Context: an optimization exercise on an open-source flow, tuned for small area and a short achievable clock period. The choices shown serve that exercise and are no tape-out recipe. Where RTL was checked, it was by simulation tests only, not by an equivalence proof against the original. Only the layout flow was run in runs 2 to 5; the RTL was not checked for function there. Power is estimated from default activity; no workload was simulated.

$ cat design/flow/design.v
package mfb_frame_gen_pkg;
    localparam logic [15:0] LFSR_TAPS = 16'h002D;
endpackage
module mfb_frame_gen_lfsr #(
    parameter logic [15:0] SEED = 16'hACE1
) (
    input  logic        clk,
    input  logic        reset,
    input  logic        en,
    input  logic        adv1,
    input  logic        adv2,
    output logic [15:0] ahead0,
    output logic [15:0] ahead1,
    output logic [15:0] ahead2
);
    logic [15:0] q;
    assign ahead0 = q;
    assign ahead1 = {^(ahead0 & mfb_frame_gen_pkg::LFSR_TAPS), ahead0[15:1]};
    assign ahead2 = {^(ahead1 & mfb_frame_gen_pkg::LFSR_TAPS), ahead1[15:1]};
    always_ff @(posedge clk) begin
        if (reset)     q <= SEED;
        else if (en) q <= adv2 ? ahead2 : ahead1;
    end
endmodule
module mfb_frame_gen_items (
    input  logic         clk,
    input  logic         en,
    input  logic [7:0]   base_n,
    output logic [511:0] items
);
    logic [7:0][2:0] sl_q;       
    logic [7:1]      cl_q;       
    logic [7:1]      cln_q;      
    logic [8:0][4:0] hn_q;       
    logic [8:0][4:0] hn;
    function automatic bit kept(input int m, input int k);
        if (k < 3)       kept = ((m >> k) & 1) == 0;
        else if (k == 3) kept = m != 8;
        else             kept = 1'b1;
    endfunction
    always_ff @(posedge clk) begin
        if (en) begin
            for (int j = 0; j < 8; j++) sl_q[j] <= base_n[2:0] + 3'(j);
            for (int j = 1; j < 8; j++) begin
                cl_q[j]  <= ({1'b0, base_n[2:0]} + 4'(j)) >= 4'd8;
                cln_q[j] <= ({1'b0, base_n[2:0]} + 4'(j)) <  4'd8;
            end
            for (int m = 0; m < 9; m++) hn_q[m] <= ~(base_n[7:3] + 5'(m));
        end
    end
    always_comb begin
        for (int m = 0; m < 9; m++)
            for (int k = 0; k < 5; k++)
                if (kept(m, k))  hn[m][k] = hn_q[m][k];
                else if (k < 3)  hn[m][k] = ~hn_q[m - (1 << k)][k];
                else             hn[m][k] = ~hn_q[0][k];
    end
    logic [7:0][2:0] sl;
    always_comb begin
        for (int j = 0; j < 8; j++)
            for (int k = 0; k < 3; k++)
                if (j % (2 << k) < (1 << k)) sl[j][k] = sl_q[j % (1 << k)][k];
                else                         sl[j][k] = ~sl_q[j % (1 << k)][k];
    end
    genvar i;
    generate
        for (i = 0; i < 64; i++) begin : g_item
            if (i % 8 == 0) begin : g_nc
                assign items[i*8 +: 8] = {~hn[i / 8], sl[0]};
            end else begin : g_c
                assign items[i*8 +: 8] = {~((cl_q[i % 8] ? hn[i / 8 + 1] : 5'd0) |
                                           (cln_q[i % 8] ? hn[i / 8] : 5'd0)),
                                          sl[i % 8]};
            end
        end
    endgenerate
endmodule
module mfb_frame_gen (
    input  logic          CLK,
    input  logic          RESET,
    input  logic          START,
    input  logic [31:0]   FRAMES,
    input  logic [15:0]   LEN_MIN,
    input  logic [15:0]   LEN_MAX,
    output logic          BUSY,
    output logic          DONE,
    output logic [31:0]   SENT_CNT,
    output logic [1023:0] TX_DATA,
    output logic [5:0]    TX_SOF_POS,
    output logic [11:0]   TX_EOF_POS,
    output logic [1:0]    TX_SOF,
    output logic [1:0]    TX_EOF,
    output logic          TX_SRC_RDY,
    input  logic          TX_DST_RDY
);
    logic        busy_q, done_q;
    logic        idle;
    assign idle = !busy_q && !done_q;
    logic [15:0] lm1_q;      
    logic [15:0] lx1;        
    logic [15:0] d_q;        
    logic [15:0] ws_q;       
    logic        le64_q;     
    logic        le128_q;    
    logic [31:0] left_q;     
    logic [1:0]  lag_q;      
    logic [7:0]  fidx_q;     
    logic        in_q;       
    logic [9:0]  rr_q;       
    logic        bias_q;     
    logic [5:0]  ep_q;       
    logic [1:0]  o_q;        
    logic        last_q;     
    logic xfer, load, load_adv, adv_any;
    assign xfer = TX_SRC_RDY && TX_DST_RDY;
    assign load = busy_q && !last_q && (!TX_SRC_RDY || TX_DST_RDY);
    assign load_adv = busy_q && !last_q && adv_any && (!TX_SRC_RDY || TX_DST_RDY);
    logic [15:0] v0, v1, v2;
    logic        adv1, adv2;
    mfb_frame_gen_lfsr #(.SEED(16'hACE1)) lfsr_i (
        .clk    (CLK),
        .reset  (RESET),
        .en     (load_adv),
        .adv1   (adv1),
        .adv2   (adv2),
        .ahead0 (v0),
        .ahead1 (v1),
        .ahead2 (v2)
    );
    function automatic logic [15:0] smear4(input logic [15:0] d);
        logic [15:0] m;
        for (int k = 0; k < 16; k++) begin
            m[k] = d[k];
            for (int i = k + 1; i < (k / 4) * 4 + 4; i++) m[k] = m[k] | d[i];
        end
        smear4 = m;
    endfunction
    logic [15:0] mask;
    always_comb begin
        for (int k = 0; k < 16; k++) begin
            mask[k] = ws_q[k];
            for (int g = k / 4 + 1; g < 4; g++) mask[k] = mask[k] | ws_q[4 * g];
        end
    end
    logic [15:0] x0, x1, t0, t1;
    logic        sat0, sat1;
    assign x0   = v0 & mask;
    assign x1   = v1 & mask;
    assign sat0 = x0 > d_q;
    assign sat1 = x1 > d_q;
    assign lx1  = lm1_q + d_q;
    assign t0   = sat0 ? lx1 : lm1_q + x0;
    assign t1   = sat1 ? lx1 : lm1_q + x1;
    logic lm1_hi6, lm1_hi7;
    assign lm1_hi6 = lm1_q[15:6] == 10'd0;
    assign lm1_hi7 = lm1_q[15:7] == 9'd0;
    logic [6:0] s0lo, s1lo;
    assign s0lo = {1'b0, lm1_q[5:0]} + {1'b0, x0[5:0]};
    assign s1lo = {1'b0, lm1_q[5:0]} + {1'b0, x1[5:0]};
    logic [7:0] s0lo7;
    assign s0lo7 = {1'b0, lm1_q[6:0]} + {1'b0, x0[6:0]};
    logic one0, one1, two0;
    assign one0 = sat0 ? le64_q  : (lm1_hi6 && x0[15:6] == 10'd0 && !s0lo[6]);
    assign one1 = sat1 ? le64_q  : (lm1_hi6 && x1[15:6] == 10'd0 && !s1lo[6]);
    assign two0 = sat0 ? le128_q : (lm1_hi7 && x0[15:7] == 9'd0 && !s0lo7[7]);
    logic        left_small, left_nz, left_ge2, left_eq1, left_eq2;
    logic [2:0]  left_lo;
    assign left_small = left_q[31:3] == 29'd0;
    assign left_lo    = left_q[2:0];
    assign left_nz    = !left_small || left_lo > {1'b0, lag_q};
    assign left_ge2   = !left_small || left_lo >= {1'b0, lag_q} + 3'd2;
    assign left_eq1   = left_small && left_lo == {1'b0, lag_q} + 3'd1;
    assign left_eq2   = left_small && left_lo == {1'b0, lag_q} + 3'd2;
    logic [30:0] left_dec;
    logic [31:0] left_m1, left_m2;
    assign left_dec = left_q[31:1] - 31'd1;
    assign left_m1  = left_q[0] ? {left_q[31:1], 1'b0} : {left_dec, 1'b1};
    assign left_m2  = {left_dec, left_q[0]};
    logic        c_eof0, c_eof1;
    assign c_eof0 = bias_q ? (rr_q == 10'd1) : (rr_q == 10'd2);
    assign c_eof1 = bias_q ? (rr_q == 10'd2) : (rr_q == 10'd3);
    assign adv_any = !in_q || (c_eof0 && left_nz);
    logic        sof0, sof1, eof0, eof1;
    logic [5:0]  ep0, ep1;
    logic [7:0]  b0, b1;
    logic        in_n;
    logic [9:0]  rr_n;
    logic        bias_n;
    logic [5:0]  ep_n;
    logic [1:0]  o_n;
    logic [7:0]  fidx_n;
    logic        last_n;
    logic [7:0]  fidx_p1, fidx_p2;
    logic [6:0] fidx_inc;
    assign fidx_inc = fidx_q[7:1] + 7'd1;
    assign fidx_p1  = fidx_q[0] ? {fidx_inc, 1'b0} : {fidx_q[7:1], 1'b1};
    assign fidx_p2  = {fidx_inc, fidx_q[0]};
    always_comb begin
        sof0 = !in_q;
        if (in_q) begin
            eof0 = c_eof0;
            ep0  = ep_q;
            b0   = {fidx_q[7:6] + o_q, fidx_q[5:0]};
        end else begin
            eof0 = one0;
            ep0  = t0[5:0];
            b0   = fidx_q;
        end
        in_n   = 1'b0;
        fidx_n = fidx_p1;
        sof1   = 1'b0;
        eof1   = 1'b0;
        ep1    = ep0;
        b1     = {b0[7:6] + 2'd1, b0[5:0]};
        if (!eof0) begin
            eof1   = in_q ? c_eof1 : two0;
            rr_n   = in_q ? rr_q - 10'd2 : t0[15:6];
            bias_n = in_q && bias_q;
            ep_n   = ep0;
            o_n    = (in_q ? o_q : 2'd0) + 2'd2;
            if (!eof1) begin
                in_n   = 1'b1;
                fidx_n = fidx_q;
            end
        end else begin
            sof1   = in_q ? left_nz : left_ge2;
            b1     = fidx_p1;
            ep1    = in_q ? t0[5:0] : t1[5:0];
            rr_n   = in_q ? t0[15:6] : t1[15:6];
            bias_n = 1'b1;
            ep_n   = ep1;
            o_n    = 2'd1;
            if (sof1) begin
                eof1 = in_q ? one0 : one1;
                if (!eof1) begin
                    in_n   = 1'b1;
                    fidx_n = fidx_p1;
                end else begin
                    fidx_n = fidx_p2;
                end
            end
        end
        adv1   = sof0 ^ sof1;
        adv2   = sof0 & sof1;
        if (adv2)      last_n = !in_n && left_eq2;
        else if (adv1) last_n = !in_n && left_eq1;
        else           last_n = !in_n && !left_nz;
    end
    always_ff @(posedge CLK) begin
        if (RESET) begin
            busy_q <= 1'b0;
            done_q <= 1'b0;
        end else if (idle) begin
            busy_q <= START && (FRAMES != 32'd0);
            done_q <= START && (FRAMES == 32'd0);
        end else if (done_q) begin
            done_q <= 1'b0;
        end else if (xfer && last_q) begin
            busy_q <= 1'b0;
            done_q <= 1'b1;
        end
    end
    logic [30:0] sent_inc;
    assign sent_inc = SENT_CNT[31:1] + 31'd1;
    always_ff @(posedge CLK) begin
        if (RESET)                 SENT_CNT <= 32'd0;
        else if (idle && START)    SENT_CNT <= 32'd0;
        else if (xfer) begin
            if (TX_EOF[1] & TX_EOF[0])
                SENT_CNT <= {sent_inc, SENT_CNT[0]};
            else if (TX_EOF[1] ^ TX_EOF[0])
                SENT_CNT <= SENT_CNT[0] ? {sent_inc, 1'b0} : {SENT_CNT[31:1], 1'b1};
        end
    end
    always_ff @(posedge CLK) begin
        if (RESET)     TX_SRC_RDY <= 1'b0;
        else if (load) TX_SRC_RDY <= 1'b1;
        else if (xfer) TX_SRC_RDY <= 1'b0;
    end
    logic [15:0] diff;
    logic        span;
    assign diff = LEN_MAX - LEN_MIN;
    assign span = LEN_MIN < LEN_MAX;
    always_ff @(posedge CLK) begin
        if (idle) begin
            lm1_q   <= LEN_MIN - 16'd1;
            d_q     <= span ? diff : 16'd0;
            ws_q    <= span ? smear4(diff) : 16'd0;
            le64_q  <= LEN_MAX <= 16'd64;
            le128_q <= LEN_MAX <= 16'd128;
            left_q  <= FRAMES;
            lag_q   <= 2'd0;
            fidx_q  <= 8'd0;
            in_q    <= 1'b0;
            last_q  <= 1'b0;
        end else begin
            if (lag_q == 2'd2)      left_q <= left_m2;
            else if (lag_q == 2'd1) left_q <= left_m1;
            lag_q <= load ? {adv2, adv1} : 2'd0;
            if (load) begin
                fidx_q <= fidx_n;
                in_q   <= in_n;
                last_q <= last_n;
                rr_q   <= rr_n;
                bias_q <= bias_n;
                ep_q   <= ep_n;
                o_q    <= o_n;
            end
        end
    end
    always_ff @(posedge CLK) begin
        if (load) begin
            TX_SOF     <= {sof1, sof0};
            TX_EOF     <= {eof1, eof0};
            TX_EOF_POS <= {ep1, ep0};
        end
    end
    assign BUSY       = busy_q;
    assign DONE       = done_q;
    assign TX_SOF_POS = 6'd0;
    mfb_frame_gen_items items0_i (.clk(CLK), .en(load), .base_n(b0), .items(TX_DATA[511:0]));
    mfb_frame_gen_items items1_i (.clk(CLK), .en(load), .base_n(b1), .items(TX_DATA[1023:512]));
endmodule
module mfb_frame_gen_top (
    input  logic          CLK,
    input  logic          RESET,
    input  logic          START,
    input  logic [31:0]   FRAMES,
    input  logic [15:0]   LEN_MIN,
    input  logic [15:0]   LEN_MAX,
    output logic          BUSY,
    output logic          DONE,
    output logic [31:0]   SENT_CNT,
    output logic [1023:0] TX_DATA,
    output logic [5:0]    TX_SOF_POS,
    output logic [11:0]   TX_EOF_POS,
    output logic [1:0]    TX_SOF,
    output logic [1:0]    TX_EOF,
    output logic          TX_SRC_RDY,
    input  logic          TX_DST_RDY
);
    mfb_frame_gen gen_i (
        .CLK        (CLK),
        .RESET      (RESET),
        .START      (START),
        .FRAMES     (FRAMES),
        .LEN_MIN    (LEN_MIN),
        .LEN_MAX    (LEN_MAX),
        .BUSY       (BUSY),
        .DONE       (DONE),
        .SENT_CNT   (SENT_CNT),
        .TX_DATA    (TX_DATA),
        .TX_SOF_POS (TX_SOF_POS),
        .TX_EOF_POS (TX_EOF_POS),
        .TX_SOF     (TX_SOF),
        .TX_EOF     (TX_EOF),
        .TX_SRC_RDY (TX_SRC_RDY),
        .TX_DST_RDY (TX_DST_RDY)
    );
endmodule
$ cat design/flow/flow/run.sh
#!/bin/bash
# The standard ORFS layout (standard.sh, with the standard synthesis), with
#  - the smallest buffer on the ports,
#  - the TX_DATA pins that one register or gate drives placed side by side
#    (place_pins -group_pins), so that those nets stay short, and
set -euo pipefail

# Item i of region r is TX_DATA[(r*64+i)*8 +: 8]. Bit b < 3 of an item comes
# from a register (or its complement) shared by the items with the same
# i mod 2^b; bit 3 is shared by the items with the same i mod 16 (as i/8 mod
# 2, i mod 8) and bit 4 by those with the same i mod 32; only the groups for bits 0-2 are made here.
groups=""
group() {  # $1: bit, $2: modulus; one group per residue
    local r=$3 b=$1 n=$2 g i k list
    for ((g = 0; g < n; g++)); do
        list=""
        k=0
        for ((i = g; i < 64; i += n)); do
            list+=" TX_DATA[$(( (r * 64 + i) * 8 + b ))]"
            # at most 16 pins a group, which place_pins can always fit
            if (( ++k == 16 )); then
                groups+=" -group_pins {${list# }}"
                list=""
                k=0
            fi
        done
        if [[ -n $list ]]; then groups+=" -group_pins {${list# }}"; fi
    done
}
for r in 0 1; do
    group 0 1 $r
    group 1 2 $r
    group 2 4 $r
    :
    :
done

bash standard.sh \
  "BUFFER_PORTS_ARGS=-buffer_cell sky130_fd_sc_hd__buf_1" \
  "PLACE_PINS_ARGS=${groups# }" \
  SETUP_SLACK_MARGIN=7.5 \
  finish > make.log 2>&1
$ cat design/flow/standard.sh
#!/bin/bash
# synth_recipe.tcl (not shown) runs the flow's synth.tcl, then flattens the netlist and writes it again
# the make line also repeats each setting of config.mk as NAME=value (left out here)
make -C /OpenROAD-flow-scripts/flow DESIGN_CONFIG=/design/flow/config.mk WORK_HOME=/design/flow/orfs CLKGATE_MAP_FILE= SYNTH_SCRIPT=/design/flow/synth_recipe.tcl "${@:-finish}"
$ cat design/flow/config.mk
export PLATFORM = sky130hd
export DESIGN_NAME = mfb_frame_gen_top
export DESIGN_NICKNAME = mfb_frame_gen_top
export VERILOG_FILES = /design/flow/design.v
export SDC_FILE = /design/flow/constraint.sdc
export NUM_CORES = 4
export LEC_CHECK = 0
export ABC_CLOCK_PERIOD_IN_PS = 3000
export CAP_MARGIN = 20
export CORE_AREA = 4 4 320 320
export DIE_AREA = 0 0 324 324
export SLEW_MARGIN = 20
$ cat design/flow/constraint.sdc
create_clock -name core_clock -period 12.0 [get_ports {CLK}]
set_input_delay 2.4000 -clock core_clock [delete_from_list [all_inputs] [get_ports {CLK}]]
set_output_delay 2.4000 -clock core_clock [all_outputs]
set_load 0.01 [all_outputs]
==> results of run 1 <==
[cells by family after synthesis]
family / after synthesis / synth area share, %
buffers and inverters: 921 / 22.3
other: 1 / 0.0150
adders and majority gates: 127 / 6.49
xor gates and xnor gates: 181 / 6.43
AOI/OAI and AO/OA: 756 / 21.8
and+or+nand+nor: 535 / 10.4
DFF: 265 / 29.3
muxes: 78 / 3.28
[area by class of cell]
| cell class | instances | area, um2 | share of cell area, % |
|---|---|---|---|
| Antenna cell | 1 | 2.50 | 0.00855 |
| Clock inverter | 21 | 275 | 0.941 |
| Multi-Input combinational cell | 1683 | 12600 | 43.0 |
| Tap cell | 1287 | 1610 | 5.50 |
| Clock buffer | 33 | 761 | 2.60 |
| Timing Repair Buffer | 1314 | 6020 | 20.6 |
| Inverter | 169 | 696 | 2.38 |
| Sequential cell | 265 | 7330 | 25.0 |
[where the power goes]
part	switching [mW]	internal, mW	total (mW)
clock network	0.407	0.586	0.993
logic	0.880	0.475	1.35
registers	0.117	1.11	1.23
[layer usage]
layer  part of all wire (%)  wire length (um)  up-vias  global-route usage [%]
li1                       -                 -    10900                       -
met5                      0                 0        -                       0
met2                     46             63100     1691                    39.4
met1                     38             51500    12100                    28.8
met3                     12             16200      314                    9.12
met4                    4.4              5960        0                    8.81
[through the flow]
| step | setup WS (ps) | instance area (um2) | util, % | instances | total power [mW] |
|---|---|---|---|---|---|
| detailed placement | 6110 | 26600 | 27.0 | 4608 | 2.53 |
| global placement | 5930 | 26500 | 26.8 | 4601 | 2.54 |
| floorplan | 7400 | 25100 | - | 2869 | 2.16 |
| finish | 7460 | 29300 | 29.6 | 4773 | 3.58 |
| CTS | 7280 | 28700 | 29.1 | 4743 | 3.57 |
| global route | 7420 | 29300 | 29.6 | 4772 | 3.75 |
[path summary, 6_finish.rpt]
path,from,end,cells after the start
max,gen_i.items0_i.hn_q[26],TX_DATA[140],5
min,gen_i.SENT_CNT[29],gen_i.SENT_CNT[29],2
max reg2reg,gen_i.ws_q[12],gen_i.items1_i.hn_q[29],17
min reg2reg,gen_i.SENT_CNT[29],gen_i.SENT_CNT[29],2
[synthesized netlist by cell type (65+ instances only)]
| cell | number |
|---|---|
| buf_4 | 556 |
| a22oi_1 | 393 |
| edfxtp_1 | 202 |
| clkbuf_1 | 172 |
| inv_1 | 162 |
| nor2_1 | 149 |
| nand2_1 | 139 |
| xnor2_1 | 130 |
| ha_1 | 123 |
| o21ai_0 | 91 |
| a21oi_1 | 75 |
| mux2i_1 | 65 |
[registers in the layout, indices dropped and copies added, names as in the netlist, 2 cells and up]
register and flops:
gen_i.left_q 32, gen_i.TX_SOF 2, gen_i.lm1_q 16, gen_i.items0_i.hn_q 24
gen_i.items1_i.cln_q 7, gen_i.items0_i.cl_q 7, gen_i.items1_i.hn_q 24, gen_i.o_q 2
gen_i.fidx_q 8, gen_i.ws_q 16, gen_i.rr_q 10, gen_i.lag_q 2
gen_i.items1_i.sl_q 7, gen_i.d_q 12, gen_i.SENT_CNT 32, gen_i.TX_EOF_POS 12
gen_i.items1_i.cl_q 6, gen_i.items0_i.cln_q 7, gen_i.ep_q 6, gen_i.TX_EOF 2
gen_i.items0_i.sl_q 7, gen_i.lfsr_i.q 16
[worst max-delay path, delay by kind of cell, from the launching register on]
family | cells | cell delay (ps)
buf+inv | 4 | 780
compound gates | 1 | 400
flops | 1 | 370
[what timing repair did]
action | in CTS | in global routing
pin swaps | 11 | 7
setup endpoints to repair | 481 | 222
resized for setup | 86 | 78
endpoints found under the hold margin | 0 | 0
setup buffers | 81 | 29
==> summary.txt, run 1 <==
Setup path
  – Crit-path max FO: 4
  – CP Capture Type: output pin
  – Kind of start point of the critical path: flip-flop
  – Crit path cell chain: buf_12 > clkinvlp_4 > buf_4 > a22oi_2 > buf_1
  – Setup slack, reg-to-reg: 7660 ps
  – Worst Setup Path Type: flip-flop to output pin
  – Worst path max stage delay: 400 ps
  – Worst Path Required: 9600 ps
  – CP arrival: 2140 ps
  – Slowest stage cell, crit path: a22oi_2

STA
  – Skew final: 29.6 ps
  – Worst hold slack: 507 ps
  – Worst slew pin tran: 1040 ps
  – Period minus WS final: 4540 ps
  – Final hold vios: 0
  – Fmax: 220 MHz
  – Slew Limit Headroom: 30.2%
  – Final setup fails: 0
  – Total negative slack: 0 ps
  – Unrepaired setup endpoints after global routing: true
  – Fin crit share: 37.8%
  – Final slew viol count: 0

Final layout
  – Fillers: 10600
  – Layout cells sized above 1: 11.6%
  – Most common cell after layout, fill and taps aside: buf_1
  – Most frequent cells in the layout: 1088 x buf_1, 376 x a22oi_1, 202 x edfxtp_1, 149 x nor2_1, 148 x inv_1
  – Area Overhead vs Synth: 17.2%
  – Layout Nets: 3657

Logic synthesis
  – Biggest area consumer among synthesized cells: edfxtp_1
  – Area share of the largest cell type after synthesis: 24.3%
  – Synthesis Warnings: 3
  – Synth Instances: 2864
  – Main synth FF type: edfxtp_1
  – Async set-reset flop share out of synthesis: 0%
  – Unique cell type count in the Yosys netlist: 90
  – Synth top area cells: edfxtp_1 24%, buf_4 17%, a22oi_1 12%, ha_1 6.2%, dfxtp_1 5.1%
  – Post-Syn Area: 0.0250 mm2
  – EDFF count, synth: 202
  – Yosys reg bits: 265
  – Sequential area share after synthesis: 29.3%
  – Synthesized area per cell: 8.72 um2

Placed design
  – HPWL Detailed: 109000 um
  – PortBufs: 1142
  – GP Congestion: 0.973

Global routing
  – Total grt overflow: 0
  – Tot GR Track Use: 24.1%
  – Vias in the first global route: 22400
  – Largest net degree at the start of global routing: 69
  – Initial antenna violation count: 4
  – First-pass GRT wire length: 179000 um

Floorplan
  – Starting Density: 25.3%
  – Die X: 324 um
  – Core Box Area: 0.0987 mm2
  – I/O pin count: 1149
  – Chip Height: 324 um
  – Die ar.: 0.105 mm2
  – FP Rows: 115

Routing
  – Via density: 5.24
  – WL/cell: 28.7 um
  – DRT Pass-1 Iters: 8
  – Vias: 25000
  – Post-DRT Antenna Nets: 0
  – DR DRC count: 0
  – Initial drt markers: 2905
  – DRT Wirelength: 137000 um

Power
  – VDD IR-drop max: 120 uV
  – Power Density: 122 mW/mm2
  – P_leak: 11.0 nW

Clock network
  – CTS Buf Count: 29
  – Root buf cell: clkbuf_16
  – TritonCTS clock tree: yes
  – H-tree depth: 1
  – CTS max path bufs: 3
  – Clock Sinks: 265
  – Reg clk slew, reported paths: 70 ps
  – Post-cts hold buffer count: 0
  – Worst-Skew Late Latency: 590 ps

Worst hold path
  – Hold crit path type: flip-flop to flip-flop

Job
  – Max Cap Viol: 0

Run status
  – Status: complete, no violations
==> run 2, diff against run 1 <==
--- a/design/flow/design.v
+++ b/design/flow/design.v
@@ -33,6 +33,8 @@
     logic [7:1]      cln_q;      
     logic [8:0][4:0] hn_q;       
     logic [8:0][4:0] hn;
+    logic [8:0][1:0] hb_q;
+    logic [8:0][1:0] hnb;
     function automatic bit kept(input int m, input int k);
         if (k < 3)       kept = ((m >> k) & 1) == 0;
         else if (k == 3) kept = m != 8;
@@ -46,6 +48,7 @@
                 cln_q[j] <= ({1'b0, base_n[2:0]} + 4'(j)) <  4'd8;
             end
             for (int m = 0; m < 9; m++) hn_q[m] <= ~(base_n[7:3] + 5'(m));
+            for (int m = 0; m < 9; m++) hb_q[m] <= base_n[4:3] + 2'(m);
         end
     end
     always_comb begin
@@ -54,6 +57,10 @@
                 if (kept(m, k))  hn[m][k] = hn_q[m][k];
                 else if (k < 3)  hn[m][k] = ~hn_q[m - (1 << k)][k];
                 else             hn[m][k] = ~hn_q[0][k];
+        for (int m = 0; m < 9; m++)
+            for (int k = 0; k < 2; k++)
+                if (kept(m, k))  hnb[m][k] = ~hb_q[m][k];
+                else             hnb[m][k] = hb_q[m - (1 << k)][k];
     end
     logic [7:0][2:0] sl;
     always_comb begin
@@ -65,12 +72,18 @@
     genvar i;
     generate
         for (i = 0; i < 64; i++) begin : g_item
-            if (i % 8 == 0) begin : g_nc
+            if (i % 8 == 0 && i < 32) begin : g_nc
                 assign items[i*8 +: 8] = {~hn[i / 8], sl[0]};
-            end else begin : g_c
+            end else if (i % 8 == 0) begin : g_ncb
+                assign items[i*8 +: 8] = {~{hn[i / 8][4:2], hnb[i / 8]}, sl[0]};
+            end else if (i < 32) begin : g_c
                 assign items[i*8 +: 8] = {~((cl_q[i % 8] ? hn[i / 8 + 1] : 5'd0) |
                                            (cln_q[i % 8] ? hn[i / 8] : 5'd0)),
                                           sl[i % 8]};
+            end else begin : g_cb
+                assign items[i*8 +: 8] = {~((cl_q[i % 8] ? {hn[i / 8 + 1][4:2], hnb[i / 8 + 1]} : 5'd0) |
+                                           (cln_q[i % 8] ? {hn[i / 8][4:2], hnb[i / 8]} : 5'd0)),
+                                          sl[i % 8]};
             end
         end
     endgenerate
--- a/design/flow/config.mk
+++ b/design/flow/config.mk
@@ -7,6 +7,6 @@
 export LEC_CHECK = 0
 export ABC_CLOCK_PERIOD_IN_PS = 3000
 export CAP_MARGIN = 20
-export CORE_AREA = 4 4 320 320
-export DIE_AREA = 0 0 324 324
+export CORE_AREA = 4 4 326 326
+export DIE_AREA = 0 0 330 330
 export SLEW_MARGIN = 20
==> run 2 against run 1 <==
Fmax grew 0.46%; global-route usage shrank 1.3 points; still clean on timing, DRC and antenna; total power grew 2.3%; cell count grew 3.8%; area after synthesis grew 0.80%; sequential cell count grew 6; setup slack gained 21 ps; critical path depth grew 11; clock skew shrank 6.4 ps.
==> summary.txt, run 2 <==
Setup path
  – Kind of start point of the critical path: flip-flop
  – CP Capture Type: flip-flop
  – Crit-path max FO: 4 (unchanged)
  – CP arrival: 4840 ps (+2700 ps)
  – Reg-to-Reg Start: gen_i.ws_q[8]
  – Largest delay share family, worst path: compound AO/OA/AOI/OAI gates
  – Slowest stage cell, crit path: or4b_4
  – Worst Setup Path Type: flip-flop to flip-flop
  – Buf/Inv on CP: 2 (-2)
  – Crit path cell chain: or3_4 > o21a_1 > ha_4 > fa_2 > a31oi_1 > o21ai_1 > a311o_1 > or4b_4 > o211ai_4 > buf_6 > nand4_4 > xnor2_4 > inv_2 > ha_4 > and2_1 > a221o_1
  – Setup crit start: gen_i.ws_q[8]
  – Worst path max stage delay: 520 ps (+120 ps)
  – Worst Path Required: 12320 ps (+2720 ps)
  – Most Frequent Cell on Critical Path: ha_4

Placed design
  – PortBufs: 1142 (unchanged)
  – Inst Count DP: 4774 (+3.6%)
  – Placed Area: 0.0274 mm2 (+2.9%)
  – HPWL Detailed: 106000 um (-1.9%)
  – GP Congestion: 0.976 (+0.35%)

Logic synthesis
  – Synthesized area per cell: 8.69 um2 (-0.35%)
  – Post-Syn Area: 0.0252 mm2 (+0.80%)
  – EDFF count, synth: 208 (+3.0%)
  – Cell with the most instances after synthesis: buf_4
  – Area share of the largest cell type after synthesis: 24.8% (+0.52 points)
  – Synthesis Warnings: 3 (unchanged)
  – Yosys reg bits: 271 (+2.3%)
  – Biggest area consumer among synthesized cells: edfxtp_1
  – Sequential area share after synthesis: 29.8% (+0.48 points)
  – Async set-reset flop share out of synthesis: 0% (unchanged)
  – Synth top cells by count: 459 x buf_4, 449 x a22oi_1, 208 x edfxtp_1
  – Synth Instances: 2897 (+1.2%)
  – Synth top area cells: edfxtp_1 25%, buf_4 14%, a22oi_1 13%, ha_1 6.1%, dfxtp_1 5.0%
  – Unique cell type count in the Yosys netlist: 81 (-10%)
  – Main synth FF type: edfxtp_1

Floorplan
  – Starting Density: 24.6% (-0.70 points)
  – I/O pin count: 1149 (unchanged)
  – Die ar.: 0.109 mm2 (+3.7%)
  – Die X: 330 um (+1.9%)
  – FP Rows: 117 (+1.7%)
  – Chip Height: 330 um (+1.9%)
  – Core Box Area: 0.102 mm2 (+3.7%)

Routing
  – Vias: 26000 (+3.7%)
  – Top Metal Used: met5
  – Initial drt markers: 2958 (+1.8%)
  – DRT met1 WL: 50400 um (-2.1%)
  – DRT Wirelength: 135000 um (-1.0%)
  – Post-DRT Antenna Nets: 0 (unchanged)
  – DR DRC count: 0 (unchanged)
  – Metal3 WL: 16500 um (+1.4%)
  – WL/cell: 27.3 um (-4.7%)
  – Via density: 5.24 (about the same)
  – Met2 wire len: 62000 um (-1.8%)
  – DRT Pass-1 Iters: 8 (unchanged)

Power
  – P_leak: 11.5 nW (+4.8%)
  – Power share of the clock group: 26.0% (-1.8 points)
  – VDD IR-drop max: 87.6 uV (-27%)
  – Combinational Power Share: 39.5% (+1.6 points)
  – Sw Ratio: 39.3% (about the same)
  – Sw Pwr: 1.44 mW (+2.2%)
  – Power Density: 121 mW/mm2 (-0.69%)
  – Share of power burned in registers: 34.5% (about the same)
  – Internal power: 2.22 mW (+2.3%)

Final layout
  – Most frequent cells in the layout: 1115 x buf_1, 447 x a22oi_1, 208 x edfxtp_1, 149 x buf_4, 148 x inv_1
  – Final Non-Filler Cells: 4955 (+3.8%)
  – Layout cells sized above 1: 10.4% (-1.2 points)
  – Layout Nets: 3759 (+2.8%)
  – Most common cell after layout, fill and taps aside: buf_1
  – Utilization after layout: 29.4% (-0.20 points)
  – Area Overhead vs Synth: 19.7%
  – Finished Cell Area: 0.0301 mm2 (+3.0%)
  – Top Registers: gen_i.SENT_CNT x32, gen_i.left_q x32

Global routing
  – Tot GR Track Use: 22.8% (-1.3 points)
  – First-pass GRT wire length: 178000 um (-0.41%)
  – Initial antenna violation count: 5 (+1)
  – Vias in the first global route: 23100 (+3.2%)
  – Total grt overflow: 0 (unchanged)
  – Largest net degree at the start of global routing: 84 (+22%)

Clock network
  – Clock Sinks: 271 (+2.3%)
  – CTS max path bufs: 3 (unchanged)
  – TritonCTS clock tree: yes
  – H-tree depth: 1 (unchanged)
  – Root buf cell: clkbuf_16
  – Post-cts hold buffer count: 0 (unchanged)
  – CTS Buf Count: 28 (-3.4%)
  – Reg clk slew, reported paths: 70 ps (about the same)
  – Worst-Skew Late Latency: 570 ps (-20 ps)

STA
  – Final hold vios: 0 (unchanged)
  – Worst slew pin tran: 1100 ps (+58.9 ps)
  – Skew final: 23.2 ps (-6.40 ps)
  – Period minus WS final: 4520 ps (-21.0 ps)
  – Fmax: 221 MHz (+0.46%)
  – Total negative slack: 0 ps (unchanged)
  – Unrepaired setup endpoints after global routing: true
  – Fin crit share: 37.7% (-0.18 points)
  – Final setup fails: 0 (unchanged)
  – Slew Limit Headroom: 26.8% (-3.4 points)
  – Worst hold slack: 511 ps (+4.12 ps)
  – Final slew viol count: 0 (unchanged)

Job
  – Max Cap Viol: 0 (unchanged)

Run status
  – Status: complete, no violations

Worst hold path
  – Hold crit path type: flip-flop to flip-flop
  – Min-delay src: gen_i.SENT_CNT[17]
-- run 2: power groups by stage --
stage | Combinational [mW] | Clock [mW] | Sequential (mW)
final | 1.44 | 0.950 | 1.26
after floorplan | 1.01 | 0 | 1.23
after global routing | 1.56 | 1.01 | 1.27
after CTS | 1.40 | 0.968 | 1.26
after detailed placement | 1.31 | 0 | 1.30
after global placement | 1.30 | 0 | 1.30
-- run 2: worst reg2reg max path, cell delays in order (launching register included) --
cell	delay, ps
edfxtp_1	420
or3_4	410
o21a_1	230
ha_4	180
fa_2	350
a31oi_1	140
o21ai_1	110
a311o_1	330
or4b_4	520
o211ai_4	310
buf_6	170
nand4_4	120
xnor2_4	310
inv_2	90
ha_4	180
and2_1	130
a221o_1	260
-- run 2: per-layer routing --
| layer | track usage, % | up-vias |
|---|---|---|
| met1 | 27.4 | 12500 |
| met4 | 9.52 | 2 |
| li1 | - | 11400 |
| met5 | 0.222 | - |
| met2 | 36.8 | 1793 |
| met3 | 8.24 | 291 |
-- run 2: metrics by stage --
step                setup WS (ps)  power [mW]
finish                       7480        3.66
detailed placement           6400        2.61
floorplan                    7330        2.23
global placement             6410        2.60
global route                 7330        3.84
CTS                          7480        3.62
-- run 2: final timing paths --
kind,endpoint,slack [ps],cells after the start
setup / recovery,gen_i.items1_i.hn_q[39],7480,16
hold / removal,gen_i.SENT_CNT[17],510,2
setup reg to reg,gen_i.items1_i.hn_q[39],7480,16
hold reg to reg,gen_i.SENT_CNT[17],510,2
-- run 2: kinds of logic after synthesis --
logic type	count (synthesis)	synth area share, %
fa+ha+maj	127	6.43
other cells	1	0.0149
mux	107	4.33
simple gates	538	10.5
flops	271	29.8
buf+inv	867	19.8
compound gates	807	22.7
xor+xnor	179	6.41
-- run 2: what timing repair did --
item | in CTS | in global routing
resized for setup | 96 | 48
cloned | 2 | 2
endpoints found under the setup margin | 557 | 140
setup buffers | 109 | 15
pin swaps | 11 | 11
-- run 2: layout make-up --
type	instances	area, um2
repair inverters	2	18.8
multi-input cells	1766	13200
well taps	1368	1710
fillers	10900	72200
inverters	171	739
clock inverters	20	251
repair buffers	1324	5970
diodes	1	2.50
clock buffers	32	737
flip-flops and latches	271	7510
==> run 3, diff against run 2 <==
--- a/design/flow/flow/run.sh
+++ b/design/flow/flow/run.sh
@@ -38,5 +38,5 @@
 bash standard.sh \
   "BUFFER_PORTS_ARGS=-buffer_cell sky130_fd_sc_hd__buf_1" \
   "PLACE_PINS_ARGS=${groups# }" \
-  SETUP_SLACK_MARGIN=7.5 \
+  SETUP_SLACK_MARGIN=7.7 \
   finish > make.log 2>&1
==> run 3 against run 2 <==
Register-to-register slack worse by 20 ps; critical endpoint unchanged; total power rose by 2.4%; clock skew up 3.8 ps; combinational power is 9% higher; critical path depth is the same; utilization rose by 2.2 points; die area is the same; count of clock-buffer cells in the layout down 3; hold slack got worse by 11 ps; still clean; sequential power hardly changed; sequential share of layout area is 1.7 points lower.
==> summary.txt, run 3 <==
Power
  – Sw Ratio: 40.0% (+0.76 points)
  – Internal power: 2.25 mW (+1.1%)
  – Share of power burned in registers: 33.4% (-1.1 points)
  – Power Density: 116 mW/mm2 (-4.6%)
  – P_leak: 12.4 nW (+7.5%)
  – Sw Pwr: 1.50 mW (+4.4%)
  – VDD IR-drop max: 101 uV (+15%)
  – Combinational Power Share: 42.1% (+2.6 points)
  – Power share of the clock group: 24.6% (-1.4 points)

Worst hold path
  – Hold crit path type: flip-flop to flip-flop
  – Min-delay src: gen_i.SENT_CNT[31]

Global routing
  – Total grt overflow: 0 (unchanged)
  – Tot GR Track Use: 23.2% (+0.36 points)
  – Vias in the first global route: 23800 (+2.8%)
  – Largest net degree at the start of global routing: 85 (+1.2%)
  – Initial antenna violation count: 7 (+2)
  – First-pass GRT wire length: 182000 um (+2.1%)

Floorplan
  – Chip Height: 330 um (unchanged)
  – Die ar.: 0.109 mm2 (unchanged)
  – Die X: 330 um (unchanged)
  – Starting Density: 24.6% (unchanged)
  – FP Rows: 117 (unchanged)
  – I/O pin count: 1149 (unchanged)
  – Core Box Area: 0.102 mm2 (unchanged)

Setup path
  – Worst Setup Path Type: flip-flop to flip-flop
  – CP arrival: 4880 ps (+40 ps)
  – Largest delay share family, worst path: compound AO/OA/AOI/OAI gates
  – Worst path max stage delay: 550 ps (+30 ps)
  – Reg-to-Reg Start: gen_i.ws_q[12]
  – Setup crit start: gen_i.ws_q[12]
  – Worst Path Required: 12330 ps (about the same)
  – Kind of start point of the critical path: flip-flop
  – Crit path cell chain: or3_4 > o21a_1 > ha_4 > fa_2 > a31oi_1 > o21ai_1 > a311o_1 > or4b_4 > o211ai_4 > buf_12 > buf_8 > nand4_4 > xnor2_4 > ha_4 > o21ai_1 > a221o_1
  – Buf/Inv on CP: 2 (unchanged)
  – CP Capture Type: flip-flop
  – Slowest stage cell, crit path: or4b_4
  – Setup slack, reg-to-reg: 7460 ps (-20 ps)
  – Crit-path max FO: 5 (+1)

Clock network
  – H-tree depth: 1 (unchanged)
  – TritonCTS clock tree: yes
  – Post-cts hold buffer count: 0 (unchanged)
  – Worst-Skew Late Latency: 590 ps (+20 ps)
  – CTS Buf Count: 28 (unchanged)
  – Reg clk slew, reported paths: 70 ps (about the same)
  – Root buf cell: clkbuf_16
  – CTS max path bufs: 3 (unchanged)
  – Clock Sinks: 271 (unchanged)

Logic synthesis
  – Cell with the most instances after synthesis: buf_4
  – Area share of the largest cell type after synthesis: 24.8% (unchanged)
  – Async set-reset flop share out of synthesis: 0% (unchanged)
  – Sequential area share after synthesis: 29.8% (unchanged)
  – Unique cell type count in the Yosys netlist: 81 (unchanged)
  – Synthesis Warnings: 3 (unchanged)
  – Main synth FF type: edfxtp_1
  – Synth top cells by count: 459 x buf_4, 449 x a22oi_1, 208 x edfxtp_1
  – Yosys reg bits: 271 (unchanged)
  – Synthesized area per cell: 8.69 um2 (unchanged)
  – Post-Syn Area: 0.0252 mm2 (unchanged)
  – Synth top area cells: edfxtp_1 25%, buf_4 14%, a22oi_1 13%, ha_1 6.1%, dfxtp_1 5.0%
  – EDFF count, synth: 208 (unchanged)
  – Synth Instances: 2897 (unchanged)
  – Biggest area consumer among synthesized cells: edfxtp_1

Final layout
  – Most frequent cells in the layout: 1057 x buf_1, 413 x a22oi_1, 208 x edfxtp_1, 137 x inv_1, 135 x buf_4
  – Layout cells sized above 1: 17.5% (+7.0 points)
  – Fillers: 10700 (-2.1%)
  – Top Registers: gen_i.SENT_CNT x32, gen_i.left_q x32
  – Finished Cell Area: 0.0323 mm2 (+7.3%)
  – Multi-input logic area: 0.0140 mm2 (+6.1%)
  – Register area: 0.00751 mm2 (about the same)
  – Area Overhead vs Synth: 28.5%
  – Utilization after layout: 31.6% (+2.2 points)
  – Layout Nets: 3834 (+2.0%)
  – Most common cell after layout, fill and taps aside: buf_1

Routing
  – DR DRC count: 0 (unchanged)
  – DRT Pass-1 Iters: 10 (+2)
  – Vias: 26400 (+1.7%)
  – WL/cell: 27.5 um (+0.51%)
  – Post-DRT Antenna Nets: 0 (unchanged)
  – Initial drt markers: 3043 (+2.9%)
  – DRT Wirelength: 138000 um (+2.1%)
  – Via density: 5.25 (+0.14%)

STA
  – Final hold vios: 0 (unchanged)
  – Period minus WS final: 4540 ps (+23.9 ps)
  – Slew Limit Headroom: 31.4% (+4.6 points)
  – Unrepaired setup endpoints after global routing: true
  – Final slew viol count: 0 (unchanged)
  – Final setup fails: 0 (unchanged)
  – Total negative slack: 0 ps (unchanged)
  – Fin crit share: 37.9% (+0.20 points)
  – Fmax: 220 MHz (-0.53%)
  – Skew final: 27.0 ps (+3.83 ps)
  – Worst slew pin tran: 1020 ps (-76.3 ps)

Run status
  – Status: complete, no violations

Job
  – Max Cap Viol: 0 (unchanged)

Placed design
  – PortBufs: 1142 (unchanged)
  – GP Congestion: 0.959 (-1.7%)
  – HPWL Detailed: 105000 um (-1.7%)
  – Placed Area: 0.0275 mm2 (+0.32%)
==> run 3: area by class of cell <==
type                    instances  share of cell area [%]
repair inverters                5                   0.147
flip-flops and latches        271                    23.2
well taps                    1368                    5.29
repair buffers               1395                    22.7
inverters                     171                    2.35
clock buffers                  29                    2.18
clock inverters                23                   0.766
diodes                          5                  0.0387
multi-input cells            1767                    43.3
==> run 3: power groups by stage <==
stage                     sequential (mW)  combinational (mW)  clock (mW)
after floorplan                      1.23                1.01           0
after global placement               1.29                1.32           0
after detailed placement             1.29                1.32           0
after CTS                            1.25                1.49       0.939
after global routing                 1.26                1.69       0.972
final                                1.25                1.57       0.919
==> run 3: metal layers <==
layer	vias up	part of all wire [%]	global-route usage [%]	wire length [um]
met3	336	12	7.92	16200
met4	5	5.6	10.6	7710
met5	-	0.28	1.86	381
met2	1865	46	37.8	63800
li1	11500	-	-	-
met1	12700	36	27.3	50200
==> run 3: path summary, 6_finish.rpt <==
path              cells past startpoint                       to
setup / recovery                     16  gen_i.items1_i.hn_q[39]
hold / removal                        2       gen_i.SENT_CNT[31]
setup reg to reg                     16  gen_i.items1_i.hn_q[39]
hold reg to reg                       2       gen_i.SENT_CNT[31]
==> run 3: cell families (layout without fill, tap and decap cells) <==
group | after synthesis | after routing | synth area share (%)
other | 1 | 11 | 0.0149
AND/OR/NAND/NOR | 538 | 538 | 10.5
multiplexers | 107 | 107 | 4.33
flip-flops | 271 | 271 | 29.8
XOR/XNOR | 179 | 179 | 6.41
buffers and inverters | 867 | 1623 | 19.8
AO/OA/AOI/OAI | 807 | 810 | 22.7
adder cells (fa/ha/maj) | 127 | 127 | 6.43
==> run 3: worst register-to-register path, stage by stage (launching register included) <==
cell      delay (ps)
edfxtp_1         440
or3_4            380
o21a_1           220
ha_4             180
fa_2             380
a31oi_1          140
o21ai_1          110
a311o_1          320
or4b_4           550
o211ai_4         220
buf_12           140
buf_8            120
nand4_4          110
xnor2_4          300
ha_4             220
o21ai_1          120
a221o_1          350
==> run 3: what timing repair did <==
item / 4_1_cts / 5_1_grt
resized for setup: 331 / 193
cloned: 7 / 4
setup buffers: 146 / 42
hold endpoints to repair: 0 / 0
setup endpoints to repair: 665 / 342
pin swaps: 58 / 51
==> run 3: through the flow <==
step	hold WS (ps)	worst slack (ps)	std cells	total power, mW
6_report	500	7460	5034	3.74
5_1_grt	517	7320	5033	3.93
4_1_cts	493	7370	4982	3.68
3_5_place_dp	484	6280	4777	2.61
3_3_place_gp	473	6360	4776	2.61
2_1_floorplan	435	7330	2902	2.24
==> run 4, diff against run 3 <==
--- a/design/flow/design.v
+++ b/design/flow/design.v
@@ -28,61 +28,32 @@
     input  logic [7:0]   base_n,
     output logic [511:0] items
 );
-    logic [7:0][2:0] sl_q;       
+    logic [2:0]      lo_q;
     logic [7:1]      cl_q;       
     logic [7:1]      cln_q;      
     logic [8:0][4:0] hn_q;       
-    logic [8:0][4:0] hn;
-    logic [8:0][1:0] hb_q;
-    logic [8:0][1:0] hnb;
-    function automatic bit kept(input int m, input int k);
-        if (k < 3)       kept = ((m >> k) & 1) == 0;
-        else if (k == 3) kept = m != 8;
-        else             kept = 1'b1;
-    endfunction
     always_ff @(posedge clk) begin
         if (en) begin
-            for (int j = 0; j < 8; j++) sl_q[j] <= base_n[2:0] + 3'(j);
+            lo_q <= base_n[2:0];
             for (int j = 1; j < 8; j++) begin
                 cl_q[j]  <= ({1'b0, base_n[2:0]} + 4'(j)) >= 4'd8;
                 cln_q[j] <= ({1'b0, base_n[2:0]} + 4'(j)) <  4'd8;
             end
             for (int m = 0; m < 9; m++) hn_q[m] <= ~(base_n[7:3] + 5'(m));
-            for (int m = 0; m < 9; m++) hb_q[m] <= base_n[4:3] + 2'(m);
         end
     end
+    logic [7:0][2:0] sl;         
     always_comb begin
-        for (int m = 0; m < 9; m++)
-            for (int k = 0; k < 5; k++)
-                if (kept(m, k))  hn[m][k] = hn_q[m][k];
-                else if (k < 3)  hn[m][k] = ~hn_q[m - (1 << k)][k];
-                else             hn[m][k] = ~hn_q[0][k];
-        for (int m = 0; m < 9; m++)
-            for (int k = 0; k < 2; k++)
-                if (kept(m, k))  hnb[m][k] = ~hb_q[m][k];
-                else             hnb[m][k] = hb_q[m - (1 << k)][k];
-    end
-    logic [7:0][2:0] sl;
-    always_comb begin
-        for (int j = 0; j < 8; j++)
-            for (int k = 0; k < 3; k++)
-                if (j % (2 << k) < (1 << k)) sl[j][k] = sl_q[j % (1 << k)][k];
-                else                         sl[j][k] = ~sl_q[j % (1 << k)][k];
+        for (int j = 0; j < 8; j++) sl[j] = lo_q + 3'(j);
     end
     genvar i;
     generate
         for (i = 0; i < 64; i++) begin : g_item
-            if (i % 8 == 0 && i < 32) begin : g_nc
-                assign items[i*8 +: 8] = {~hn[i / 8], sl[0]};
-            end else if (i % 8 == 0) begin : g_ncb
-                assign items[i*8 +: 8] = {~{hn[i / 8][4:2], hnb[i / 8]}, sl[0]};
-            end else if (i < 32) begin : g_c
-                assign items[i*8 +: 8] = {~((cl_q[i % 8] ? hn[i / 8 + 1] : 5'd0) |
-                                           (cln_q[i % 8] ? hn[i / 8] : 5'd0)),
-                                          sl[i % 8]};
-            end else begin : g_cb
-                assign items[i*8 +: 8] = {~((cl_q[i % 8] ? {hn[i / 8 + 1][4:2], hnb[i / 8 + 1]} : 5'd0) |
-                                           (cln_q[i % 8] ? {hn[i / 8][4:2], hnb[i / 8]} : 5'd0)),
+            if (i % 8 == 0) begin : g_nc
+                assign items[i*8 +: 8] = {~hn_q[i / 8], sl[0]};
+            end else begin : g_c
+                assign items[i*8 +: 8] = {~((cl_q[i % 8] ? hn_q[i / 8 + 1] : 5'd0) |
+                                           (cln_q[i % 8] ? hn_q[i / 8] : 5'd0)),
                                           sl[i % 8]};
             end
         end
@@ -112,11 +83,10 @@
     logic [15:0] lm1_q;      
     logic [15:0] lx1;        
     logic [15:0] d_q;        
-    logic [15:0] ws_q;       
+    logic [15:0] mask_q;     
     logic        le64_q;     
     logic        le128_q;    
     logic [31:0] left_q;     
-    logic [1:0]  lag_q;      
     logic [7:0]  fidx_q;     
     logic        in_q;       
     logic [9:0]  rr_q;       
@@ -140,21 +110,14 @@
         .ahead1 (v1),
         .ahead2 (v2)
     );
-    function automatic logic [15:0] smear4(input logic [15:0] d);
+    function automatic logic [15:0] smear(input logic [15:0] d);
         logic [15:0] m;
-        for (int k = 0; k < 16; k++) begin
-            m[k] = d[k];
-            for (int i = k + 1; i < (k / 4) * 4 + 4; i++) m[k] = m[k] | d[i];
-        end
-        smear4 = m;
+        m = d;
+        for (int s = 1; s < 16; s = s * 2) m = m | (m >> s);
+        smear = m;
     endfunction
     logic [15:0] mask;
-    always_comb begin
-        for (int k = 0; k < 16; k++) begin
-            mask[k] = ws_q[k];
-            for (int g = k / 4 + 1; g < 4; g++) mask[k] = mask[k] | ws_q[4 * g];
-        end
-    end
+    assign mask = mask_q;
     logic [15:0] x0, x1, t0, t1;
     logic        sat0, sat1;
     assign x0   = v0 & mask;
@@ -176,14 +139,12 @@
     assign one0 = sat0 ? le64_q  : (lm1_hi6 && x0[15:6] == 10'd0 && !s0lo[6]);
     assign one1 = sat1 ? le64_q  : (lm1_hi6 && x1[15:6] == 10'd0 && !s1lo[6]);
     assign two0 = sat0 ? le128_q : (lm1_hi7 && x0[15:7] == 9'd0 && !s0lo7[7]);
-    logic        left_small, left_nz, left_ge2, left_eq1, left_eq2;
-    logic [2:0]  left_lo;
-    assign left_small = left_q[31:3] == 29'd0;
-    assign left_lo    = left_q[2:0];
-    assign left_nz    = !left_small || left_lo > {1'b0, lag_q};
-    assign left_ge2   = !left_small || left_lo >= {1'b0, lag_q} + 3'd2;
-    assign left_eq1   = left_small && left_lo == {1'b0, lag_q} + 3'd1;
-    assign left_eq2   = left_small && left_lo == {1'b0, lag_q} + 3'd2;
+    logic        left_hi0, left_nz, left_ge2, left_eq1, left_eq2;
+    assign left_hi0 = left_q[31:2] == 30'd0;
+    assign left_ge2 = !left_hi0 || left_q[1];
+    assign left_nz  = left_ge2 || left_q[0];
+    assign left_eq1 = left_hi0 && !left_q[1] && left_q[0];
+    assign left_eq2 = left_hi0 && left_q[1] && !left_q[0];
     logic [30:0] left_dec;
     logic [31:0] left_m1, left_m2;
     assign left_dec = left_q[31:1] - 31'd1;
@@ -203,6 +164,7 @@
     logic [1:0]  o_n;
     logic [7:0]  fidx_n;
     logic        last_n;
+    logic [31:0] left_n;
     logic [7:0]  fidx_p1, fidx_p2;
     logic [6:0] fidx_inc;
     assign fidx_inc = fidx_q[7:1] + 7'd1;
@@ -255,6 +217,7 @@
         end
         adv1   = sof0 ^ sof1;
         adv2   = sof0 & sof1;
+        left_n = adv2 ? left_m2 : left_m1;
         if (adv2)      last_n = !in_n && left_eq2;
         else if (adv1) last_n = !in_n && left_eq1;
         else           last_n = !in_n && !left_nz;
@@ -298,18 +261,15 @@
         if (idle) begin
             lm1_q   <= LEN_MIN - 16'd1;
             d_q     <= span ? diff : 16'd0;
-            ws_q    <= span ? smear4(diff) : 16'd0;
-            le64_q  <= LEN_MAX <= 16'd64;
-            le128_q <= LEN_MAX <= 16'd128;
+            mask_q  <= smear(diff);
+            le64_q  <= span ? LEN_MAX <= 16'd64  : LEN_MIN <= 16'd64;
+            le128_q <= span ? LEN_MAX <= 16'd128 : LEN_MIN <= 16'd128;
             left_q  <= FRAMES;
-            lag_q   <= 2'd0;
             fidx_q  <= 8'd0;
             in_q    <= 1'b0;
             last_q  <= 1'b0;
         end else begin
-            if (lag_q == 2'd2)      left_q <= left_m2;
-            else if (lag_q == 2'd1) left_q <= left_m1;
-            lag_q <= load ? {adv2, adv1} : 2'd0;
+            if (load_adv) left_q <= left_n;
             if (load) begin
                 fidx_q <= fidx_n;
                 in_q   <= in_n;
==> design/flow/flow/run.sh (replaced) <==
#!/bin/bash
set -euo pipefail
bash standard.sh \
  "BUFFER_PORTS_ARGS=-buffer_cell sky130_fd_sc_hd__buf_1" \
  SETUP_SLACK_MARGIN=7.5 \
  finish > make.log 2>&1
==> run 4 against run 3 <==
Clock skew decreased by 14 ps; synthesized cell count fell by 2.4%; clock power rose by 13%; combinational power rose by 47%; register-to-register slack improved by 200 ps; critical path type is now input pin to flip-flop.
==> summary.txt, run 4 <==
Logic synthesis
  – EDFF count, synth: 214 (+2.9%)
  – Sequential area share after synthesis: 30.9% (+1.1 points)
  – Synth top cells by count: 528 x buf_4, 422 x a22oi_1, 214 x edfxtp_1
  – Cell with the most instances after synthesis: buf_4
  – Biggest area consumer among synthesized cells: edfxtp_1
  – Synth Instances: 2827 (-2.4%)
  – Unique cell type count in the Yosys netlist: 91 (+12%)
  – Async set-reset flop share out of synthesis: 0% (unchanged)
  – Main synth FF type: edfxtp_1
  – Synthesis Warnings: 3 (unchanged)
  – Yosys reg bits: 275 (+1.5%)
  – Post-Syn Area: 0.0247 mm2 (-1.7%)
  – Synthesized area per cell: 8.75 um2 (+0.75%)
  – Area share of the largest cell type after synthesis: 26.0% (+1.2 points)
  – Synth top area cells: edfxtp_1 26%, buf_4 16%, a22oi_1 13%, ha_1 6.0%, dfxtp_1 4.9%

Final layout
  – Most frequent cells in the layout: 950 x buf_1, 371 x a22oi_1, 214 x edfxtp_1, 174 x buf_4, 155 x inv_1
  – Area Overhead vs Synth: 27.9%
  – Layout Nets: 3727 (-2.8%)
  – Most common cell after layout, fill and taps aside: buf_1
  – Final Non-Filler Cells: 4928 (-2.1%)
  – Layout cells sized above 1: 18.6% (+1.1 points)

Global routing
  – Total grt overflow: 0 (unchanged)
  – First-pass GRT wire length: 209000 um (+15%)
  – Largest net degree at the start of global routing: 92 (+8.2%)
  – Initial antenna violation count: 9 (+2)
  – Vias in the first global route: 23300 (-2.1%)
  – Tot GR Track Use: 28.1% (+4.9 points)

Setup path
  – Crit path depth: 14 (-2)
  – Largest delay share family, worst path: simple AND/OR/NAND/NOR gates
  – CP Capture Type: flip-flop
  – Slowest stage cell, crit path: or4_4
  – Worst Path Required: 12330 ps (about the same)
  – Crit-path max FO: 5 (unchanged)
  – Buf/Inv on CP: 2 (unchanged)
  – R2R cell count: 16 (unchanged)
  – Worst path max stage delay: 470 ps (-80 ps)
  – Worst Setup Path Type: input pin to flip-flop
  – CP arrival: 5210 ps (+330 ps)
  – Kind of start point of the critical path: input pin
  – Crit path cell chain: buf_6 > ha_4 > fa_2 > nor2b_1 > o21a_1 > o21ai_2 > a21oi_4 > o221ai_4 > mux2_4 > o211ai_4 > or3b_4 > nor2b_4 > inv_2 > or4_4

Clock network
  – Reg clk slew, reported paths: 70 ps (about the same)
  – CTS Buf Count: 29 (+3.6%)
  – Root buf cell: clkbuf_16
  – CTS max path bufs: 3 (unchanged)
  – Clock Sinks: 275 (+1.5%)
  – H-tree depth: 1 (unchanged)
  – TritonCTS clock tree: yes
  – Worst-Skew Late Latency: 590 ps (about the same)

Floorplan
  – I/O pin count: 1149 (unchanged)
  – Chip Height: 330 um (unchanged)
  – Die X: 330 um (unchanged)
  – Starting Density: 24.2% (-0.41 points)
  – Die ar.: 0.109 mm2 (unchanged)
  – FP Rows: 117 (unchanged)
  – Core Box Area: 0.102 mm2 (unchanged)

STA
  – Total negative slack: 0 ps (unchanged)
  – Final setup fails: 0 (unchanged)
  – Final slew viol count: 0 (unchanged)
  – Fmax: 205 MHz (-7.0%)
  – Skew final: 12.9 ps (-14.1 ps)
  – Final hold vios: 0 (unchanged)
  – Period minus WS final: 4880 ps (+340 ps)
  – Fin crit share: 40.7% (+2.8 points)
  – Unrepaired setup endpoints after global routing: true
  – Slew Limit Headroom: 27.7% (-3.7 points)
  – Worst slew pin tran: 1050 ps (+32.3 ps)

Run status
  – Status: complete, no violations

Worst hold path
  – Hold crit path type: flip-flop to flip-flop
  – Hold Crit Depth: 2 (unchanged)

Power
  – P_leak: 12.6 nW (+1.3%)
  – VDD IR-drop max: 116 uV (+15%)
  – Power Density: 147 mW/mm2 (+27%)

Routing
  – Vias: 25700 (-2.8%)
  – WL/cell: 33.4 um (+21%)
  – Post-DRT Antenna Nets: 0 (unchanged)
  – DRT Wirelength: 164000 um (+19%)
  – DRT Pass-1 Iters: 8 (-2)
  – DR DRC count: 0 (unchanged)
  – Initial drt markers: 3009 (-1.1%)
  – Via density: 5.21 (-0.73%)

Placed design
  – GP Congestion: 0.933 (-2.8%)
  – PortBufs: 1142 (unchanged)
  – Inst Count DP: 4690 (-1.8%)
  – HPWL Detailed: 126000 um (+20%)

Job
  – Max Cap Viol: 0 (unchanged)
run 4: repair_timing:
action / in CTS / in global routing
cloned: 6 / 0
buffers inserted: 145 / 32
pin swaps: 28 / 30
resized for setup: 394 / 175
endpoints found under the setup margin: 658 / 242
hold buffers: 0 / 0
run 4: metrics by stage:
step | cell area, um2 | setup slack (ps) | hold WS [ps] | utilization, % | power, mW
floorplan | 25200 | 6490 | 403 | - | 2.68
global placement | 26800 | 5270 | 443 | 26.2 | 3.20
detailed placement | 26800 | 5200 | 451 | 26.2 | 3.21
CTS | 30800 | 7100 | 459 | 30.1 | 4.56
global route | 31600 | 7030 | 486 | 30.9 | 4.83
finish | 31600 | 7120 | 455 | 30.9 | 4.64
run 4: logic make-up (layout without fill, tap and decap cells):
family / after synthesis / count (layout) / synth area share [%]
compound gates: 736 / 736 / 20.9
xor+xnor: 194 / 194 / 6.97
fa+ha+maj: 123 / 123 / 6.31
buf+inv: 899 / 1626 / 21.8
flops: 275 / 275 / 30.9
mux: 35 / 35 / 1.54
other cells: 1 / 7 / 0.0152
simple gates: 564 / 564 / 11.5
run 4: final timing paths:
check                                       start         endpoint  slack [ps]
worst min-delay path                 gen_i.last_q     gen_i.last_q         460
worst max-delay path                   LEN_MIN[0]  gen_i.mask_q[6]        7120
worst min register to register       gen_i.last_q     gen_i.last_q         460
worst max register to register  gen_i.lfsr_i.q[2]  gen_i.fidx_q[5]        7660
run 4: area by class of cell:
cell class	instances	area, um2
Fill cell	10900	70700
Multi-Input combinational cell	1658	12400
Timing Repair Buffer	1388	7960
Sequential cell	275	7650
Tap cell	1368	1710
Inverter	184	795
Clock buffer	32	737
Clock inverter	21	344
Timing Repair inverter	1	7.51
Antenna cell	1	2.50
run 4: worst register-to-register path: stages, from the launching register on:
cell and delay [ps]:
dfxtp_1 540, xnor2_1 170, xnor2_2 370, nand2_1 290
inv_1 110, ha_1 140, and4_1 280, nand3_1 160
nor3_1 440, a211oi_1 190, nor2_1 120, buf_4 290
mux2i_2 380, o21a_1 220, o21ai_2 110, or3_1 330
a21oi_1 120
run 4: metal layers:
layer  global-route usage [%]  routed length, um  vias to the layer above
met1                     30.6              57000                    12600
li1                         -                  -                    11000
met2                     47.6              78500                     1695
met5                        0                247                        -
met3                     9.68              17100                      345
met4                     15.9              11700                       13
run 4: report_power, final:
part	switching [mW]	internal [mW]	leakage, nW	total (mW)
registers	0.127	1.17	2.44	1.29
logic	1.44	0.864	9.62	2.31
clock network	0.419	0.621	0.519	1.04
total	1.99	2.65	12.6	4.64
==> run 5, diff against run 4 <==
==> design/flow/flow/run.sh (replaced) <==
#!/bin/bash
set -euo pipefail
bash standard.sh \
  "BUFFER_PORTS_ARGS=-buffer_cell sky130_fd_sc_hd__buf_1" \
  SETUP_SLACK_MARGIN=7 \
  finish > make.log 2>&1
==> run 5 against run 4 <==
Still clean on timing, DRC and antenna; count of clock-buffer cells in the layout up 10; first-iteration DRC count shrank 10%; critical path depth decreased by 11; via count is 3.6% lower; critical endpoint is now TX_DATA[555].
==> summary.txt, run 5 <==
Placed design
  – Inst Count DP: 4693 (+0.064%)
  – PortBufs: 1142 (unchanged)
  – HPWL Detailed: 121000 um (-4.0%)
  – GP Congestion: 1.01 (+8.1%)

Worst hold path
  – Hold crit path type: flip-flop to flip-flop

Floorplan
  – Chip Height: 330 um (unchanged)
  – Die ar.: 0.109 mm2 (unchanged)
  – Die X: 330 um (unchanged)
  – I/O pin count: 1149 (unchanged)
  – Core Box Area: 0.102 mm2 (unchanged)
  – FP Rows: 117 (unchanged)
  – Starting Density: 24.2% (unchanged)

Global routing
  – First-pass GRT wire length: 194000 um (-7.1%)
  – Vias in the first global route: 22600 (-3.1%)
  – Largest net degree at the start of global routing: 87 (-5.4%)
  – Initial antenna violation count: 4 (-5)
  – Total grt overflow: 0 (unchanged)
  – Tot GR Track Use: 25.8% (-2.3 points)

STA
  – Slew Limit Headroom: 14.0% (-14 points)
  – Final slew viol count: 0 (unchanged)
  – Period minus WS final: 5040 ps (+157 ps)
  – Final setup fails: 0 (unchanged)
  – Final hold vios: 0 (unchanged)
  – Unrepaired setup endpoints after global routing: true
  – Worst slew pin tran: 1290 ps (+235 ps)
  – Skew final: 24.4 ps (+11.5 ps)
  – Worst hold slack: 474 ps (+18.7 ps)
  – Total negative slack: 0 ps (unchanged)
  – Fin crit share: 42.0% (+1.3 points)
  – Fmax: 198 MHz (-3.1%)

Logic synthesis
  – Async set-reset flop share out of synthesis: 0% (unchanged)
  – Main synth FF type: edfxtp_1
  – Synthesized area per cell: 8.75 um2 (unchanged)
  – Yosys reg bits: 275 (unchanged)
  – Area share of the largest cell type after synthesis: 26.0% (unchanged)
  – Synth top cells by count: 528 x buf_4, 422 x a22oi_1, 214 x edfxtp_1
  – EDFF count, synth: 214 (unchanged)
  – Biggest area consumer among synthesized cells: edfxtp_1
  – Synth top area cells: edfxtp_1 26%, buf_4 16%, a22oi_1 13%, ha_1 6.0%, dfxtp_1 4.9%
  – Post-Syn Area: 0.0247 mm2 (unchanged)
  – Cell with the most instances after synthesis: buf_4
  – Synthesis Warnings: 3 (unchanged)
  – Synth Instances: 2827 (unchanged)
  – Sequential area share after synthesis: 30.9% (unchanged)
  – Unique cell type count in the Yosys netlist: 91 (unchanged)

Clock network
  – Clock Sinks: 275 (unchanged)
  – Reg clk slew, reported paths: 60 ps (about the same)
  – H-tree depth: 1 (unchanged)
  – Worst-Skew Late Latency: 600 ps (about the same)
  – Post-cts hold buffer count: 0 (unchanged)
  – CTS max path bufs: 3 (unchanged)
  – Root buf cell: clkbuf_16
  – CTS Buf Count: 30 (+3.4%)
  – TritonCTS clock tree: yes

Job
  – Max Cap Viol: 0 (unchanged)

Power
  – VDD IR-drop max: 84.7 uV (-27%)
  – Power Density: 145 mW/mm2 (-1.4%)
  – P_leak: 10.9 nW (-13%)

Routing
  – WL/cell: 31.5 um (-5.7%)
  – Post-DRT Antenna Nets: 0 (unchanged)
  – Via density: 5.15 (-1.1%)
  – DRT Wirelength: 151000 um (-8.0%)
  – Vias: 24800 (-3.6%)
  – DR DRC count: 0 (unchanged)
  – Initial drt markers: 2699 (-10%)
  – DRT Pass-1 Iters: 7 (-1)

Setup path
  – Worst Path Required: 9600 ps (-2730 ps)
  – Buf/Inv on CP: 2 (unchanged)
  – Kind of start point of the critical path: flip-flop
  – Worst Setup Path Type: flip-flop to output pin
  – CP arrival: 2640 ps (-2570 ps)
  – Worst path max stage delay: 920 ps (+450 ps)
  – Crit path cell chain: buf_4 > a22oi_1 > buf_1
  – Slowest stage cell, crit path: a22oi_1
  – Largest delay share family, worst path: compound AO/OA/AOI/OAI gates
  – CP Capture Type: output pin
  – Crit-path max FO: 30 (+25)

Final layout
  – Most frequent cells in the layout: 1113 x buf_1, 413 x a22oi_1, 214 x edfxtp_1, 162 x inv_1, 151 x nand2_1
  – Layout cells sized above 1: 8.94% (-9.7 points)
  – Layout Nets: 3600 (-3.4%)
  – Area Overhead vs Synth: 15.3%
  – Final Non-Filler Cells: 4806 (-2.5%)
  – Most common cell after layout, fill and taps aside: buf_1

Run status
  – Status: complete, no violations
-- run 5: cell counts after synthesis --
No cell type changed its count.
-- run 5: power by group --
group / internal, mW / switching, mW / total [mW]
Combinational: 0.617 / 1.28 / 1.89
Clock: 0.507 / 0.413 / 0.920
Sequential: 1.17 / 0.145 / 1.31
Total: 2.29 / 1.83 / 4.13
-- run 5: final timing paths --
check / start / to / slack, ps / depth (start not counted)
setup / recovery: gen_i.items1_i.cl_q[5] / TX_DATA[555] / 6960 / 3
hold / removal: gen_i.last_q / gen_i.last_q / 470 / 2
setup reg to reg: gen_i.mask_q[0] / gen_i.items1_i.hn_q[27] / 7470 / 15
hold reg to reg: gen_i.last_q / gen_i.last_q / 470 / 2
-- run 5: cell families (layout without fill, tap and decap cells) --
family / count (synthesis) / in the layout / synth area share [%]
flops: 275 / 275 / 30.9
buf+inv: 899 / 1501 / 21.8
mux: 35 / 35 / 1.54
fa+ha+maj: 123 / 123 / 6.31
compound gates: 736 / 736 / 20.9
simple gates: 564 / 564 / 11.5
other cells: 1 / 10 / 0.0152
xor+xnor: 194 / 194 / 6.97
-- run 5: area by class of cell --
type | count | area [um2]
Fill cell | 11200 | 73800
Inverter | 184 | 737
Tap cell | 1368 | 1710
Timing Repair Buffer | 1259 | 5350
Clock inverter | 14 | 104
Sequential cell | 275 | 7650
Clock buffer | 42 | 867
Antenna cell | 4 | 10.0
Multi-Input combinational cell | 1658 | 12100
Timing Repair inverter | 2 | 10.0
-- run 5: metrics by stage --
step                worst slack [ps]  total power [mW]  instance area (um2)  utilization (%)
global route                    6920              4.33                28500             27.9
global placement                6170              3.12                26700             26.1
floorplan                       6490              2.64                24900                -
CTS                             7000              4.11                28300             27.6
detailed placement              6210              3.14                26700             26.1
finish                          6960              4.13                28500             27.9
-- run 5: metal layers --
| layer | routed length [um] | part of all wire, % | vias to the layer above | track usage, % |
|---|---|---|---|---|
| met1 | 57000 | 38 | 12200 | 30.8 |
| met3 | 16900 | 11 | 244 | 9.37 |
| met2 | 70500 | 47 | 1569 | 42.3 |
| met5 | 131 | 0.087 | - | 0.710 |
| met4 | 6550 | 4.3 | 5 | 9.77 |
| li1 | - | - | 10700 | - |
-- run 5: what timing repair did --
item                                   in CTS  in global routing
cloned                                      2                  0
pin swaps                                  13                 15
setup endpoints to repair                 178                 47
endpoints found under the hold margin       0                  0
buffers inserted                           38                 11
gates resized for setup                    59                 32
-- run 5: worst min-delay path, cell delays in order, from the launching register on --
cell	delay (ps)
dfxtp_1	320
nand2_1	50
o21ai_1	50

## port drivers added, routing unchanged
In the flow no input, the clock included, has a driving cell. The finished layouts below were timed again as built, in two steps. Step 1 (the two cells are an assumption about what drives the block):
set clk [get_ports {CLK}]
set_driving_cell -lib_cell sky130_fd_sc_hd__clkbuf_16 $clk
set_driving_cell -lib_cell sky130_fd_sc_hd__buf_2 [delete_from_list [all_inputs] $clk]
Step 2 moves the port delays by t, midway between the first and last clock arrival at a register: inputs arrive t later, outputs are due t later. That takes back most of the time a late clock gives input paths. Slacks: ideal / step 1 / step 2; pairs: ideal / step 1.
run | shift t [ns] | slack for setup (ns) | hold WS [ns] | latest minus earliest clock arrival (ns) | worst data-port slew with drivers (ns)
run 1 | 0.629 | 7.460 / 7.402 / 6.983 | 0.507 / 0.507 / 0.507 | 0.030 / 0.030 | 0.09
run 2 | 0.613 | 7.481 / 7.444 / 7.016 | 0.511 / 0.511 / 0.511 | 0.026 / 0.025 | 0.11
run 3 | 0.629 | 7.457 / 7.457 / 7.101 | 0.500 / 0.500 / 0.500 | 0.027 / 0.028 | 0.15
run 4 | 0.653 | 7.118 / 7.123 / 6.470 | 0.455 / 0.455 / 0.455 | 0.013 / 0.014 | 0.18
run 5 | 0.645 | 6.961 / 6.904 / 6.405 | 0.474 / 0.474 / 0.474 | 0.024 / 0.024 | 0.08
After both steps setup and hold are still met in every run listed. The setup slack of run 4, which loses most, moves by +0.005 ns with the drivers and by -0.648 ns with both steps.
